Background: an optimization exercise with open tools, aiming at small area, a short achievable clock period and few clock cycles per item. Do not read the settings as production practice. Only simulation tests tie the RTL to the original design; equivalence was not proved. No activity file was given, so power comes from the tool's default toggle rates.

==> flow/design.v, too long to show whole: its modules and the start of the top module <==
// module matrix_inverse_gj: 747 lines
module matrix_inverse_gj #(
    parameter int N    = 5,
    parameter int W    = 16,
    parameter int FRAC = 8
) (
    input  logic         clk,
    input  logic         reset,
    input  logic         in_valid,
    output logic         in_ready,
    input  logic [W-1:0] in_data,
    output logic         out_valid,
    input  logic         out_ready,
    output logic [W-1:0] out_data,
    output logic         out_last,
    output logic         busy,
    output logic         singular
);
  // ...
==> flow/run.sh <==
#!/bin/bash
# synth_recipe.tcl (not shown) runs the flow's synth.tcl, then flattens the netlist and writes it again
# the make line also repeats each setting of config.mk as NAME=value (left out here)
make -C /OpenROAD-flow-scripts/flow DESIGN_CONFIG=/design/flow/config.mk WORK_HOME=/design/flow/orfs CLKGATE_MAP_FILE= SYNTH_SCRIPT=/design/flow/synth_recipe.tcl finish
==> flow/config.mk <==
export PLATFORM = sky130hd
export DESIGN_NAME = matrix_inverse_gj
export DESIGN_NICKNAME = matrix_inverse_gj
export VERILOG_FILES = /design/flow/design.v
export SDC_FILE = /design/flow/constraint.sdc
export NUM_CORES = 4
export LEC_CHECK = 0
export CAP_MARGIN = 20
export CORE_MARGIN = 2
export CORE_UTILIZATION = 40
export PLACE_DENSITY = 0.55
export SLEW_MARGIN = 20
==> flow/constraint.sdc <==
create_clock -name core_clock -period 20.0 [get_ports {clk}]
set_input_delay 4.0000 -clock core_clock [delete_from_list [all_inputs] [get_ports {clk}]]
set_output_delay 4.0000 -clock core_clock [all_outputs]
set_load 0.01 [all_outputs]
==> impl_metrics.ini, run 1 <==
[die]
rows = 114
io_pins = 41

[cells_and_area]
num-multi-input-gates = 2867
fillCellCount = 9375
final_cells = 5391
seqCellArea_um2 = 16300
stdcell_area_um2 = 43200
clock_area_share_pct = 6.22
clock_buffers = 102
final_util_pct = 44.7
mostFrequentLayoutCells = 585 x dfxtp_1, 384 x nor2_1, 372 x a21oi_1, 301 x nand2_1, 255 x inv_1

[place]
dp_hpwl_um = 83900

[critical_path]
cp-end-kind = flip-flop
max_stage_delay_ns = 0.81
path_buf_inv = 2
cpLargestDelayFamily = simple AND/OR/NAND/NOR gates
crit_slowest_cell = dfxtp_2

[grt]
use_met2_pct = 37.9
grt.busiest_layer = met2
grt-ovfl-total = 0

[yosys]
yosys-top-cells-area = dfxtp_1 30%, edfxtp_1 12%, fa_1 5.5%
muxShareOfSynthArea_pct = 6.80
ys.flop_type = dfxtp_1

[detailed_routing]
totalWireLength_um = 119000

[power]
comb-power_w = 0.000120

[status]
run_status = no timing/DRC/antenna violations

[clock_network]
clk_pin_slew_worst_paths_ns = 0.06
cts_hold_buf = 0
cts_sinks = 737

[timing]
fin_skew_ns = 0.0445
Testbench counts, summed over its fixed seeds: cycles 10,888, matrices 64.
==> run 2, diff against run 1 <==
--- a/flow/design.v
+++ b/flow/design.v
@@ -22,17 +22,17 @@
     logic        st_load;              
     logic        r_in_ready, r_out_valid, r_out_last, r_singular;
     logic [15:0] r_out_data;
     logic        sflag, fin_r;
     logic [2:0]  lr, lc;               
     logic [15:0] din;                  
     logic        ldv;                  
     logic [2:0]  ldrow;
-    logic        ldcand;               
+    logic        ldc;                  
     logic [2:0]  lrow [5];             
     logic [4:0]  pmask;                
     logic [15:0] pmax;                 
     logic [2:0]  plog;                 
     logic        psign;                
     logic        dbusy;
     logic [3:0]  dcnt;                 
     logic [15:0] drem;
@@ -41,43 +41,45 @@
     logic        gnorm, gcand;
     logic [2:0]  gl;                   
     logic [2:0]  rsel, psel;           
     logic [2:0]  tins;                 
     logic [2:0]  cur;                  
     logic [2:0]  ks;                   
     logic [2:0]  pm;                   
     logic        outp;                 
-    logic [2:0]  odone;                
     logic [2:0]  io, jo;               
-    logic [2:0]  orow;
     logic        v1, n1, k1, v2, n2, k2;
     logic [2:0]  row1, row2, l1, l2;
     logic signed [15:0] a1, b1, x1, x2;
     logic [23:0] cs_s, cs_c;
     logic        cs_ci;
     logic        vv;
     logic [2:0]  vl;
     logic [15:0] vreg;
+    logic [16:0] npmax;                
     logic        accept;
     assign accept = in_valid & r_in_ready;
-    logic [15:0] rpos0, rpos1, ppos0, opos0;
+    logic [15:0] rpos0, rpos1, ppos0, opos2;
     logic [4:0] rs_oh, ps_oh, or_oh;
+    logic [2:0] orow;
     always_comb begin
+        orow = '0;
+        for (int i = 0; i < 5; i++) if (io == 3'(i)) orow = lrow[i];
         for (int r = 0; r < 5; r++) begin
             rs_oh[r] = (rsel == 3'(r));
             ps_oh[r] = (psel == 3'(r));
             or_oh[r] = (orow == 3'(r));
         end
-        rpos0 = '0; rpos1 = '0; ppos0 = '0; opos0 = '0;
+        rpos0 = '0; rpos1 = '0; ppos0 = '0; opos2 = '0;
         for (int r = 0; r < 5; r++) begin
             rpos0 = rpos0 | (q0[r] & {16{rs_oh[r]}});
             rpos1 = rpos1 | (q1[r] & {16{rs_oh[r]}});
             ppos0 = ppos0 | (q0[r] & {16{ps_oh[r]}});
-            opos0 = opos0 | (q0[r] & {16{or_oh[r]}});
+            opos2 = opos2 | (q2[r] & {16{or_oh[r]}});
         end
     end
     logic [15:0] xsel;
     always_comb begin
         if (ph < tins)       xsel = rpos1;
         else if (ph == tins) xsel = gnorm ? 16'd256 : 16'd0;
         else                 xsel = rpos0;
     end
@@ -534,23 +536,22 @@
     logic [15:0] wdata;
     logic [4:0]  wen;
     assign wdata = ldv ? din : res3;
     always_comb
         for (int r = 0; r < 5; r++)
             wen[r] = (ldv && ldrow == 3'(r)) || (v2 && row2 == 3'(r));
     logic [15:0] cval, cabs;
     logic [2:0]  clog;
-    logic        cvalid, cwin;
-    always_comb begin
-        if (ldv && ldcand) begin cval = din;  clog = ldrow; cvalid = 1'b1; end
-        else               begin cval = vreg; clog = vl;    cvalid = vv;   end
-        cabs = cval[15] ? (16'd0 - cval) : cval;
-        cwin = cvalid && (cabs > pmax);
-    end
+    logic        cwin;
+    assign cval = ldc ? din : vreg;
+    assign clog = ldc ? ldrow : vl;
+    assign cabs = cval[15] ? (16'd0 - cval) : cval;
+    assign cwin = (ldc | vv) && (($signed({cval[15], cval}) > $signed({1'b0, pmax})) ||
+                                 ($signed({cval[15], cval}) < $signed(npmax)));
     logic [15:0] nrem;
     logic        nbit;
     always_comb begin
         logic [16:0] t;
         logic [17:0] e;
         t = {drem, 1'b0};
         e = {1'b0, t} - {2'b0, pmax};
         if (!e[17]) begin nrem = e[15:0]; nbit = 1'b1; end
@@ -560,33 +561,39 @@
     logic [15:0] crem;                 
     always_comb begin
         cmsb = '0;
         for (int i = 1; i < 16; i++) if (cabs[i]) cmsb = 4'(i);
         crem = '0;
         for (int i = 1; i < 16; i++) if (cmsb == 4'(i)) crem[i-1] = 1'b1;
     end
     logic pend, divfin, pready;
-    assign pend   = k1 | k2 | vv | (ldv & ldcand);
+    assign pend   = k1 | k2 | vv | ldc;
     assign divfin = !dbusy || (dcnt == 4'd1);
     assign pready = !pend && divfin;
     logic [2:0] npiv, ntins;
     always_comb begin
         npiv  = lrow[plog];
         ntins = 3'd4 - ks;
         for (int r = 0; r < 5; r++)
             if (pmask[r] && 3'(r) < npiv) ntins = ntins + 3'd1;
     end
+    logic       early_ok;
+    logic [2:0] eblk;
+    assign early_ok = st_load && (ks == 3'd0) && (lr == 3'd4) && (lc != 3'd0) &&
+                      (npiv != 3'd4) && (pmax != 16'd0);
     logic [2:0] prow;                  
     logic [3:0] psum;
     assign psum = {1'b0, cur} + {1'b0, pm};
     assign prow = (psum >= 4'd5) ? 3'(psum - 4'd5) : psum[2:0];
     logic o_rdy, o_take, o_fin;
-    assign o_rdy  = outp && (ph == jo) && (io <= 3'd4) &&
-                    ((io == 3'd4) ? (odone >= 3'd1) : (odone >= io + 3'd2));
+    logic [2:0] jo3;
+    assign jo3    = (jo >= 3'd2) ? jo - 3'd2 : jo + 3'd3;
+    assign o_rdy  = outp && (ph == jo3) && (io <= 3'd4) &&
+                    ((io == 3'd4) ? (pm >= 3'd1) : (pm >= io + 3'd2));
     assign o_take = o_rdy && (!r_out_valid || out_ready);
     assign o_fin  = r_out_valid && out_ready && r_out_last;
     logic last_el, rdy_a, rdy_b;
     assign last_el = (lr == 3'd4) && (lc == 3'd4);
     assign rdy_a   = !last_el;                       
     assign rdy_b   = st_load && (ph == lc);          
     always_ff @(posedge clk) begin
         for (int r = 0; r < 5; r++) begin
@@ -594,55 +601,54 @@
             q1[r] <= q2[r];
             q2[r] <= wen[r] ? wdata : q3[r];
             q3[r] <= q4[r];
             q4[r] <= q0[r];
         end
     end
     always_ff @(posedge clk) begin
         din <= in_data;
-        if (go) begin
-            a1 <= gnorm ? xsel : ppos0;
-            x1 <= xsel;
-            if (ph == 3'd0) b1 <= gnorm ? recip : rpos0;
-        end
+        a1 <= gnorm ? xsel : ppos0;
+        x1 <= xsel;
+        if (go && ph == 3'd0) b1 <= gnorm ? recip : rpos0;
         row1 <= rsel;
         l1   <= gl;
         cs_s  <= mb_cs0[31:8];
         cs_c  <= mb_cs1[31:8];
         cs_ci <= mb_lo[8];
         x2    <= x1;
         row2  <= row1;
         l2    <= l1;
         if (k2) begin vreg <= res3; vl <= l2; end
         ldrow  <= lr;
-        ldcand <= (lc == 3'd0);
     end
     logic init;
     assign init = reset_r | fin_r | sflag;
     always_ff @(posedge clk) begin
         reset_r <= reset;
         ph      <= (ph == 3'd4) ? 3'd0 : ph + 3'd1;
         fin_r   <= o_fin;
         sflag   <= 1'b0;
         ldv <= accept;
+        ldc <= accept && (lc == 3'd0);
         r_in_ready <= accept ? rdy_a : rdy_b;
         if (accept) begin
             r_singular <= 1'b0;
             if (lc == 3'd4) begin
                 lc <= '0;
                 lr <= last_el ? 3'd0 : lr + 3'd1;
             end else begin
                 lc <= lc + 3'd1;
             end
             if (last_el) st_load <= 1'b0;
         end
         vv <= k2;
         if (cwin) begin
             pmax  <= cabs;
+            npmax <= cval[15] ? {cval[15], cval} : (17'd0 - {1'b0, cval});
             plog  <= clog;
             psign <= cval[15];
             drem  <= crem;
             dcnt  <= 4'(5'd17 - {1'b0, cmsb});   
             dbusy <= (cabs > 16'd2);
             dq    <= (cabs > 16'd2) ? 17'd0 : 17'd32767;
         end else if (dbusy) begin
             drem <= nrem;
@@ -651,92 +657,100 @@
             if (dcnt == 4'd1) dbusy <= 1'b0;
         end
         v1 <= go;
         n1 <= gnorm;
         k1 <= go && gcand && (ph == 3'd0);
         v2 <= v1; n2 <= n1; k2 <= k1;
         if (ph == 3'd4) begin
             go <= 1'b0;
-            if (outp) odone <= pm;
-            if (!st_load) begin
-                if (pm <= 3'd4) begin
-                    go    <= 1'b1;
-                    gnorm <= 1'b0;
-                    rsel  <= lrow[prow];
-                    gl    <= prow;
-                    gcand <= (cur != 3'd4) && (pm <= 3'd4 - cur);
-                    pm    <= pm + 3'd1;
-                end else if (ks <= 3'd4 && pready) begin
+            if (!st_load && pm <= 3'd4) begin
+                go    <= 1'b1;
+                gnorm <= 1'b0;
+                rsel  <= lrow[prow];
+                gl    <= prow;
+                gcand <= (cur != 3'd4) && (pm <= 3'd4 - cur);
+                pm    <= pm + 3'd1;
+            end else if (pm > 3'd4 && ks <= 3'd4 && pready && (!st_load || early_ok)) begin
+                begin
                     if (pmax == 16'd0) begin
                         sflag <= 1'b1;
                         ks    <= 3'd5;
                     end else begin
                         go    <= 1'b1;
                         gnorm <= 1'b1;
                         gcand <= 1'b0;
                         rsel  <= npiv;
                         psel  <= npiv;
                         tins  <= ntins;
-                        pmask[npiv] <= 1'b1;
-                        lrow[ks]   <= npiv;
-                        lrow[plog] <= lrow[ks];
+                        for (int i = 0; i < 5; i++) begin
+                            if (npiv == 3'(i)) pmask[i] <= 1'b1;
+                            if (plog == 3'(i)) lrow[i] <= lrow[ks];
+                            if (ks == 3'(i))   lrow[i] <= npiv;
+                        end
                         cur   <= ks;
                         ks    <= ks + 3'd1;
                         pm    <= 3'd1;
                         pmax  <= '0;
+                        npmax <= '0;
                         if (ks == 3'd4) outp <= 1'b1;
+                        if (st_load) eblk <= 3'd5;
                     end
                 end
             end
         end
+        if (eblk != 3'd0) begin
+            eblk       <= eblk - 3'd1;
+            r_in_ready <= 1'b0;
+        end
         if (o_take) begin
             r_out_valid <= 1'b1;
-            r_out_data  <= opos0;
+            r_out_data  <= opos2;
             r_out_last  <= (io == 3'd4) && (jo == 3'd4);
             if (jo == 3'd4) begin
                 jo <= '0;
                 io <= io + 3'd1;
-                if (io != 3'd4) orow <= lrow[io + 3'd1];
             end else begin
                 jo <= jo + 3'd1;
             end
         end else if (out_ready) begin
             r_out_valid <= 1'b0;
         end
-        if (!o_take) orow <= lrow[io];
         if (o_fin) begin
             outp       <= 1'b0;
             st_load    <= 1'b1;
-            r_in_ready <= (ph == 3'd0);
+            r_in_ready <= 1'b1;
+            ph         <= 3'd1;
         end
         if (sflag) begin
             st_load    <= 1'b1;
             r_in_ready <= 1'b1;
             r_singular <= 1'b1;
         end
         if (init) begin
             pmax  <= '0;
+            npmax <= '0;
             pmask <= '0;
             for (int i = 0; i < 5; i++) lrow[i] <= 3'(i);
-            io <= '0; jo <= '0; odone <= '0;
+            io <= '0; jo <= '0;
             ks <= '0; pm <= 3'd5; cur <= '0;
             outp  <= 1'b0;
             dbusy <= 1'b0;
+            eblk  <= '0;
         end
         if (reset_r) begin
             ph      <= 3'd1;
             st_load <= 1'b1;
             lr <= '0; lc <= '0;
             r_in_ready  <= 1'b1;
             r_out_valid <= 1'b0;
             r_singular  <= 1'b0;
             sflag <= 1'b0; fin_r <= 1'b0;
             go <= 1'b0; v1 <= 1'b0; v2 <= 1'b0; k1 <= 1'b0; k2 <= 1'b0;
-            vv <= 1'b0; ldv <= 1'b0;
+            vv <= 1'b0; ldv <= 1'b0; ldc <= 1'b0;
         end
         if (reset) begin
             r_in_ready  <= 1'b0;
             r_out_valid <= 1'b0;
             r_singular  <= 1'b0;
         end
     end
     assign in_ready  = r_in_ready;
==> flow/flow/run.sh (new file) <==
#!/bin/bash
set -euo pipefail
bash standard.sh 'BUFFER_PORTS_ARGS=-buffer_cell sky130_fd_sc_hd__buf_4' ${EXTRA_KNOBS:-} finish > flow_make.log 2>&1
==> flow/standard.sh (new file) <==
#!/bin/bash
# synth_recipe.tcl (not shown) runs the flow's synth.tcl, then flattens the netlist and writes it again
# the make line also repeats each setting of config.mk as NAME=value (left out here)
make -C /OpenROAD-flow-scripts/flow DESIGN_CONFIG=/design/flow/config.mk WORK_HOME=/design/flow/orfs CLKGATE_MAP_FILE= SYNTH_SCRIPT=/design/flow/synth_recipe.tcl "${@:-finish}"
removed: flow/run.sh
==> impl_metrics.ini, run 2 <==
[place]
dp.cells = 5387
port_buffers = 40
dp_hpwl_um = 85100
dpl-instance-area_um2 = 40600
dp_slack_ns = 14.62
gp_congestion = 0.907

[die]
floorplan.initialDensity_pct = 40.4
die_x_um = 317
rows = 114
coreArea_um2 = 97000
dieArea_um2 = 101000
io_pins = 41
die_y_um = 317

[clock_network]
root_buffer = clkbuf_16
clk_pin_slew_worst_paths_ns = 0.07
cts_buffer_depth = 3
cts_made_buffers = 78
cts-htree-levels = 3
cts_sinks = 733
postCtsResizedCells = 0
cts_tree = yes
clk_latency_ns = 0.67
cts_hold_buf = 0
cts_setup_buffers = 0

[critical_path]
timing.rr.start = cs_s[0]
start_kind = flip-flop
reg2reg_slack_ns = 14.41
r2r-end = q2[1][0]
required_ns = 20.49
rr_worst_depth = 16
cp_data_arrival_time_ns = 6.09
path_max_fanout = 12
worst-setup-path-type = reg2reg
cp-end-kind = flip-flop

[yosys]
synth_fa_ha_area_share_pct = 12.5
synth.most_common_cell = dfxtp_1
muxShareOfSynthArea_pct = 5.96
synthTopCellsByCount = 627 x dfxtp_1, 411 x nor2_1, 351 x a21oi_1
yosysSeqAreaShare_pct = 40.1
yosys-top-cells-area = dfxtp_1 32%, edfxtp_1 8.1%, ha_1 6.1%
synth-seq-cells = 733
synthArstFlopShare_pct = 0
synth_compound_area_share_pct = 20.2
synth_area_um2 = 39200
synth-simple-area-share_pct = 12.4
synth_xor_xnor_area_share_pct = 2.99
ys.flop_type = dfxtp_1
yosys_warnings = 7
syn_nets = 4608
yosysTopAreaCell = dfxtp_1
synthDistinctLibCells = 100
yosys.area.top_type_share_pct = 32.0
syn_inst = 4288
synth_edf_count = 106
synth.avg_cell_area_um2 = 9.15
synth_top_family_by_area = compound AO/OA/AOI/OAI gates

[timing]
min_period_ns = 5.59
drv_slew = 0
fin_skew_ns = 0.0677
rsz0062_at_grt = no
finalWorstSetupSlack_ns = 14.41
post-route-period-util_pct = 28.0
slew_headroom_pct = 25.6
finalHoldViolations = 0
max_slew.worst_pin.slew_ns = 1.12
finalSetupTns_ns = 0
max_freq_ghz = 0.179
hold_ws_ns = 0.321
finalSetupViolations = 0

[grt]
grt_pass1_vias = 29086
grt-ovfl-total = 0
antenna_found_initial = 2
grt_pass1_wl_um = 181000
gr-usage-all-layers_pct = 23.4
grt_max_degree = 88

[status]
run_status = no timing/DRC/antenna violations

[detailed_routing]
drc = 0
vias_per_cell = 5.63
drt.antenna.violating_nets = 0
num_vias = 31135
drt_first_pass_iters = 6
drt_iter0_drc = 2725
wl_per_cell_um = 21.6
totalWireLength_um = 119000

[run]
drv_cap = 0

[power]
pwr_density_cell_nw_per_um2 = 97.6
peakVddDrop_v = 0.0000766
p_leak_nw = 16.9

[cells_and_area]
stdcell_area_um2 = 43400
num_antenna_cells = 0
final_cells = 5533
area_growth_pct = 10.7
drive_gt1_share_pct = 8.22
mostFrequentLayoutCells = 626 x dfxtp_1, 411 x nor2_1, 348 x a21oi_1, 301 x inv_1, 290 x nand2_1
final_common_cell = dfxtp_1
fin_nets = 4511

[worst_hold_path]
whs_endpoint = q3[0][10]
min-delay-start = q4[0][10]
worst_hold_path.num_cells = 0
hold_class = reg2reg
run 2: changes by cell type after synthesis, moves of 32 or more:
cell | before | now
edfxtp_1 | 150 | 106
a22oi_1 | 76 | 44
a31oi_1 | 29 | 89
dfxtp_1 | 587 | 627
inv_1 | 255 | 301
o31ai_1 | 75 | 23
run 2: final cells by class:
type,count,area (um^2)
Fill cell,9439,53600
Clock inverter,29,395
Inverter,309,1160
Clock buffer,117,2420
Multi-Input combinational cell,2963,21300
Tap cell,1276,1600
Sequential cell,733,15700
Timing Repair Buffer,106,803
run 2: per-stage QoR:
step                power, W  util, %
floorplan            0.00241        -
global placement     0.00270     41.8
detailed placement   0.00270     41.9
CTS                  0.00425     44.8
global route         0.00444     44.8
finish               0.00424     44.8
run 2: worst max path at each step:
| stage | start | to | slack [ns] | cells after the start |
|---|---|---|---|---|
| finish | cs_s[0] | q2[1][0] | 14.41 | 16 |
| global route | cs_s[0] | q2[4][0] | 14.11 | 16 |
| CTS | ldc | dq[15] | 14.52 | 12 |
| detailed placement | cs_s[0] | q2[4][10] | 14.62 | 15 |
| global placement | out_ready | io[0] | 14.66 | 7 |
| floorplan | out_ready | io[1] | 14.48 | 6 |
run 2: cells by family after synthesis:
logic type | after synthesis
flops | 733
mux | 193
xor+xnor | 134
buf+inv | 592
simple gates | 1067
fa+ha+maj | 335
compound gates | 1234
run 2: routing by layer:
layer / part of all wire (%) / routed length, um / global-route usage (%) / vias to the layer above
met4: 2.3 / 2750 / 5.90 / 0
met5: 0 / 0 / 0 / -
li1: - / - / - / 15016
met2: 45 / 54200 / 37.6 / 936
met3: 5.6 / 6680 / 2.62 / 134
met1: 47 / 55600 / 33.7 / 15049
run 2: where the power goes:
| part | internal (W) | total (W) | switching, W |
|---|---|---|---|
| logic | 0.000399 | 0.00105 | 0.000655 |
| registers | 0.00159 | 0.00164 | 0.0000563 |
| clock network | 0.000904 | 0.00154 | 0.000635 |
| total | 0.00289 | 0.00424 | 0.00135 |
run 2: critical path, cell delays in order, from the launching register on:
cell	delay [ns]
dfxtp_1	0.33
ha_1	0.31
fa_1	0.50
inv_1	0.05
fa_1	0.42
fa_1	0.46
a211oi_1	0.31
o21ai_0	0.21
nand4_1	0.16
a21boi_0	0.16
a221oi_1	0.38
xor2_1	0.33
o21ai_0	0.21
nand4_1	0.45
a21oi_1	0.19
o311ai_2	0.78
a31oi_1	0.18
Testbench counts of run 2, summed over its fixed seeds: cycles 10,565, matrices 64.
==> run 3, diff against run 2 <==
==> flow/run.sh (new file) <==
#!/bin/bash
# synth_recipe.tcl (not shown) runs the flow's synth.tcl, then flattens the netlist and writes it again
# the make line also repeats each setting of config.mk as NAME=value (left out here)
make -C /OpenROAD-flow-scripts/flow DESIGN_CONFIG=/design/flow/config.mk WORK_HOME=/design/flow/orfs CLKGATE_MAP_FILE= SYNTH_SCRIPT=/design/flow/synth_recipe.tcl finish
removed: flow/flow/run.sh
removed: flow/standard.sh
==> impl_metrics.ini, run 3 <==
[clock_network]
root_buffer = clkbuf_16
clk_latency_ns = 0.65
clk_pin_slew_worst_paths_ns = 0.07
cts_tree = yes
cts_setup_buffers = 0
cts_hold_buf = 0
postCtsResizedCells = 0
cts_buffer_depth = 3
cts-htree-levels = 3
cts_made_buffers = 77
cts_sinks = 733

[cells_and_area]
drive_gt1_share_pct = 6.96
mostFrequentLayoutCells = 626 x dfxtp_1, 411 x nor2_1, 349 x a21oi_1, 301 x inv_1, 290 x nand2_1
final_common_cell = dfxtp_1
area_growth_pct = 10.7
num_antenna_cells = 0
fin_nets = 4510
final_util_pct = 44.7

[timing]
min_period_ns = 5.59
rsz0062_at_grt = no
finalSetupTns_ns = 0
fin_skew_ns = 0.0396
slew_headroom_pct = 22.0
max_freq_ghz = 0.179
finalHoldViolations = 0
max_slew.worst_pin.slew_ns = 1.16
drv_slew = 0
post-route-period-util_pct = 27.9
finalWorstSetupSlack_ns = 14.41
finalSetupViolations = 0

[yosys]
syn_nets = 4608
synthTopCellsByCount = 627 x dfxtp_1, 411 x nor2_1, 351 x a21oi_1
synth.most_common_cell = dfxtp_1
yosys.area.top_type_share_pct = 32.0
ys.flop_type = dfxtp_1
yosys-top-cells-area = dfxtp_1 32%, edfxtp_1 8.1%, ha_1 6.1%
yosysSeqAreaShare_pct = 40.1
synthArstFlopShare_pct = 0
synth_area_um2 = 39200
synth_edf_count = 106
yosys_warnings = 7
syn_inst = 4288
synthDistinctLibCells = 100
yosysTopAreaCell = dfxtp_1
synth.avg_cell_area_um2 = 9.15
synth-seq-cells = 733

[power]
switching_share_pct = 31.6
pwr-share-comb_pct = 24.8
pwr_density_cell_nw_per_um2 = 96.8
power_w = 0.00420
internal-power_w = 0.00287
peakVddDrop_v = 0.0000596
power_frac_clock_pct = 36.1
p_sw_w = 0.00133
pwr-share-seq_pct = 39.1
p_leak_nw = 16.8

[worst_hold_path]
hold_class = reg2reg

[critical_path]
crit_slowest_cell = clkdlybuf4s50_1
path_max_fanout = 5
reg2reg_slack_ns = 14.41
required_ns = 16.00
cp_data_arrival_time_ns = 1.59
crit_path_end = in_ready
r2r-end = q2[3][2]
crit_cells = 1
timing.rr.start = cs_s[0]
crit_chain = clkdlybuf4s50_1
start_kind = flip-flop
cpLargestDelayFamily = buffers and inverters
rr_worst_depth = 16
startpoint = r_in_ready
path_buf_inv = 1
cp-end-kind = primary output
max_stage_delay_ns = 0.56
worst-setup-path-type = reg2out

[detailed_routing]
vias_per_cell = 5.66
wl_per_cell_um = 21.1
drt_iter0_drc = 2604
drt.antenna.violating_nets = 0
drt_first_pass_iters = 8
num_vias = 31274
totalWireLength_um = 117000
drc = 0

[grt]
grt-ovfl-total = 0
grt_pass1_vias = 28936
grt_pass1_wl_um = 178000
gr-usage-all-layers_pct = 23.0
antenna_found_initial = 0
grt_max_degree = 85

[die]
io_pins = 41
die_x_um = 317
rows = 114
dieArea_um2 = 101000
die_y_um = 317
coreArea_um2 = 97000
floorplan.initialDensity_pct = 40.4

[run]
drv_cap = 0

[place]
dp_hpwl_um = 83200
port_buffers = 40
dp_slack_ns = 14.22
gp_congestion = 0.896

[status]
run_status = no timing/DRC/antenna violations
run 3: worst min path at each step:
stage	depth (start not counted)	startpoint	slack, ns	end
global placement	0	q4[2][6]	0.31	q3[2][6]
floorplan	0	l1[0]	0.31	l2[0]
CTS	0	x1[0]	0.29	x2[0]
detailed placement	0	q4[1][2]	0.31	q3[1][2]
global route	0	q4[4][7]	0.31	q3[4][7]
finish	0	x1[0]	0.30	x2[0]
run 3: kinds of logic (layout without fill, tap and decap cells):
group | after synthesis | in the layout | share of synthesized area (%)
adder cells (fa/ha/maj) | 335 | 335 | 12.5
XOR/XNOR | 134 | 134 | 2.99
buffers and inverters | 592 | 558 | 5.81
flip-flops | 733 | 733 | 40.1
AND/OR/NAND/NOR | 1067 | 1067 | 12.4
AO/OA/AOI/OAI | 1234 | 1234 | 20.2
multiplexers | 193 | 193 | 5.96
run 3: per-layer routing:
metal	vias to the layer above	part of all wire, %	GRT usage (%)
li1	15035	-	-
met1	15127	46	33.1
met2	952	46	37.0
met3	160	5.5	2.71
met4	0	2.2	5.37
met5	-	0	0
run 3: power by group through the flow:
stage / combinational (W) / clock, W / sequential [W]
after floorplan: 0.000765 / 0 / 0.00165
after global placement: 0.00103 / 0 / 0.00167
after detailed placement: 0.00103 / 0 / 0.00167
after CTS: 0.00104 / 0.00154 / 0.00164
after global routing: 0.00115 / 0.00160 / 0.00165
final: 0.00104 / 0.00152 / 0.00164
run 3: layout make-up:
cell class | instances | area (um^2)
Fill cell | 9401 | 53600
Clock inverter | 38 | 522
Sequential cell | 733 | 15700
Inverter | 309 | 1160
Clock buffer | 105 | 2190
Multi-Input combinational cell | 2963 | 21300
Timing Repair Buffer | 106 | 896
Tap cell | 1276 | 1600
run 3: stage by stage:
stage	hold WS (ns)	area (um^2)	instances
final	0.298	43400	5530
after global routing	0.314	43400	5530
after CTS	0.293	43400	5530
after detailed placement	0.312	40700	5387
after global placement	0.310	40700	5387
after floorplan	0.310	39200	4288
==> run 4, diff against run 3 <==
==> flow/flow/run.sh (new file) <==
#!/bin/bash
set -euo pipefail
bash standard.sh 'BUFFER_PORTS_ARGS=-buffer_cell sky130_fd_sc_hd__buf_4' \
    SETUP_SLACK_MARGIN=14.8 finish > flow_make.log 2>&1
==> flow/standard.sh (new file) <==
#!/bin/bash
# synth_recipe.tcl (not shown) runs the flow's synth.tcl, then flattens the netlist and writes it again
# the make line also repeats each setting of config.mk as NAME=value (left out here)
make -C /OpenROAD-flow-scripts/flow DESIGN_CONFIG=/design/flow/config.mk WORK_HOME=/design/flow/orfs CLKGATE_MAP_FILE= SYNTH_SCRIPT=/design/flow/synth_recipe.tcl "${@:-finish}"
removed: flow/run.sh
==> impl_metrics.ini, run 4 <==
[timing]
slew_headroom_pct = 26.8
finalHoldViolations = 0
fin_skew_ns = 0.0406
finalSetupViolations = 0
drv_slew = 0
post-route-period-util_pct = 26.2
rsz0062_at_grt = yes
max_freq_ghz = 0.191
finalSetupTns_ns = 0
max_slew.worst_pin.slew_ns = 1.10
finalWorstSetupSlack_ns = 14.75
min_period_ns = 5.25

[yosys]
syn_inst = 4288
yosys.area.top_type_share_pct = 32.0
synth-seq-cells = 733
synthTopCellsByCount = 627 x dfxtp_1, 411 x nor2_1, 351 x a21oi_1
ys.flop_type = dfxtp_1
synth.most_common_cell = dfxtp_1
yosys-top-cells-area = dfxtp_1 32%, edfxtp_1 8.1%, ha_1 6.1%
yosysSeqAreaShare_pct = 40.1
synthDistinctLibCells = 100
synthArstFlopShare_pct = 0
synth_area_um2 = 39200
yosys_warnings = 7
syn_nets = 4608
yosysTopAreaCell = dfxtp_1
synth_edf_count = 106
synth.avg_cell_area_um2 = 9.15

[cells_and_area]
fin_nets = 4522
final_cells = 5538
drive_gt1_share_pct = 8.45
mostFrequentLayoutCells = 625 x dfxtp_1, 410 x nor2_1, 348 x a21oi_1, 301 x inv_1, 289 x nand2_1
area_growth_pct = 11.1
num_antenna_cells = 0
fillCellCount = 9463
final_common_cell = dfxtp_1

[clock_network]
cts_made_buffers = 77
cts_tree = yes
root_buffer = clkbuf_16
cts_sinks = 733
clk_latency_ns = 0.65
cts_hold_buf = 0
cts-htree-levels = 3
cts_buffer_depth = 3
clk_pin_slew_worst_paths_ns = 0.07

[detailed_routing]
wl_per_cell_um = 21.5
drt_iter0_drc = 2697
drt_first_pass_iters = 6
drt.antenna.violating_nets = 0
drc = 0
num_vias = 31214
totalWireLength_um = 119000
vias_per_cell = 5.64

[power]
switching_share_pct = 32.1
pwr_density_cell_nw_per_um2 = 96.7
pwr-share-comb_pct = 26.0
pwr-share-seq_pct = 39.0
power_frac_clock_pct = 35.1
internal-power_w = 0.00286
p_leak_nw = 16.9
p_sw_w = 0.00135
power_w = 0.00421
peakVddDrop_v = 0.0000715

[run]
drv_cap = 0

[place]
gp_congestion = 0.914
dp.cells = 5387
dp_slack_ns = 14.43
dp_hpwl_um = 84600
port_buffers = 40

[critical_path]
max_stage_delay_ns = 0.45
path_buf_inv = 1
cp_data_arrival_time_ns = 1.25
cpLargestDelayFamily = flip-flops
crit_slowest_cell = edfxtp_1
start_kind = flip-flop
crit_chain = buf_6
required_ns = 16.00
worst-setup-path-type = reg2out
path_max_fanout = 1
cp-end-kind = primary output

[die]
dieArea_um2 = 101000
rows = 114
coreArea_um2 = 97000
die_y_um = 317
floorplan.initialDensity_pct = 40.4
die_x_um = 317
io_pins = 41

[grt]
gr-usage-all-layers_pct = 23.4
grt-ovfl-total = 0
grt_max_degree = 89
grt_pass1_wl_um = 180000
antenna_found_initial = 0
grt_pass1_vias = 29190

[worst_hold_path]
hold_class = reg2reg

[status]
run_status = no timing/DRC/antenna violations
[run 4: per-stage QoR]
step | utilization, % | hold slack (ns) | area (um^2)
finish | 44.9 | 0.306 | 43600
CTS | 44.7 | 0.314 | 43300
detailed placement | 41.8 | 0.312 | 40600
floorplan | - | 0.310 | 39200
global route | 44.9 | 0.311 | 43600
global placement | 41.8 | 0.310 | 40600
[run 4: routing by layer]
layer  global-route usage (%)  share of wire (%)  vias up
li1                         -                  -    15071
met1                     33.5                 46    15055
met2                     37.1                 45      924
met3                     2.99                5.7      164
met4                     6.92                2.8        0
met5                        0                  0        -
[run 4: final cells by class]
cell class	count	area (um^2)	share of cell area [%]
flip-flops and latches	733	15700	36.1
clock inverters	26	337	0.772
clock buffers	113	2310	5.30
inverters	309	1160	2.66
well taps	1276	1600	3.66
repair buffers	118	990	2.27
multi-input cells	2963	21400	49.2
[run 4: timing repair]
item                       4_1_cts  5_1_grt
setup endpoints to repair       83      132
gates resized for setup         20       21
cloned                           0        0
pin swaps                        1        8
setup buffers                    2        9
[run 4: final timing paths]
check / from / to / slack (ns) / depth (start not counted)
max: r_out_data[8] / out_data[8] / 14.75 / 1
min: q4[4][10] / q3[4][10] / 0.31 / 0
max reg2reg: cs_s[0] / q2[0][9] / 15.07 / 18
min reg2reg: q4[4][10] / q3[4][10] / 0.31 / 0
[run 4: cells by family after synthesis]
kind of cell               share of synthesized area (%)
xor gates and xnor gates                            2.99
DFF                                                 40.1
buffers and inverters                               5.81
muxes                                               5.96
AOI/OAI and AO/OA                                   20.2
and+or+nand+nor                                     12.4
adders and majority gates                           12.5
[run 4: power groups by stage]
stage / combinational, W / sequential, W / clock (W)
after floorplan: 0.000765 / 0.00165 / 0
after global placement: 0.00104 / 0.00167 / 0
after detailed placement: 0.00103 / 0.00167 / 0
after CTS: 0.00105 / 0.00164 / 0.00151
after global routing: 0.00121 / 0.00165 / 0.00156
final: 0.00109 / 0.00164 / 0.00148

separate check: timing with driven ports:
The results above use ideal ports. As a check the final layouts listed here were re-extracted and re-timed, cells and wires unchanged.
Step 1 (the two cells are an assumption about what drives the block):
set clk [get_ports {clk}]
set_driving_cell -lib_cell sky130_fd_sc_hd__clkbuf_16 $clk
set_driving_cell -lib_cell sky130_fd_sc_hd__buf_2 [delete_from_list [all_inputs] $clk]
Step 2 also shifts input and output timing later by t, the mid clock arrival at the registers, as if the neighbouring blocks saw the same clock.
a / b / c = no drivers / after step 1 / after step 2; a / b = the first two.
run | t (ns) | slack for setup (ns) | clock arrival spread, ns
run 1 | 0.692 | 13.815 / 13.815 / 13.606 | 0.048 / 0.047
run 2 | 0.697 | 14.406 / 14.406 / 14.406 | 0.073 / 0.073
run 3 | 0.703 | 14.412 / 14.344 / 14.228 | 0.043 / 0.043
run 4 | 0.700 | 14.752 / 14.685 / 14.667 | 0.042 / 0.041
After both steps setup and hold are still met in every run listed. The setup slack of run 1, which loses most, moves by 0.000 ns with the drivers and by -0.209 ns with both steps.
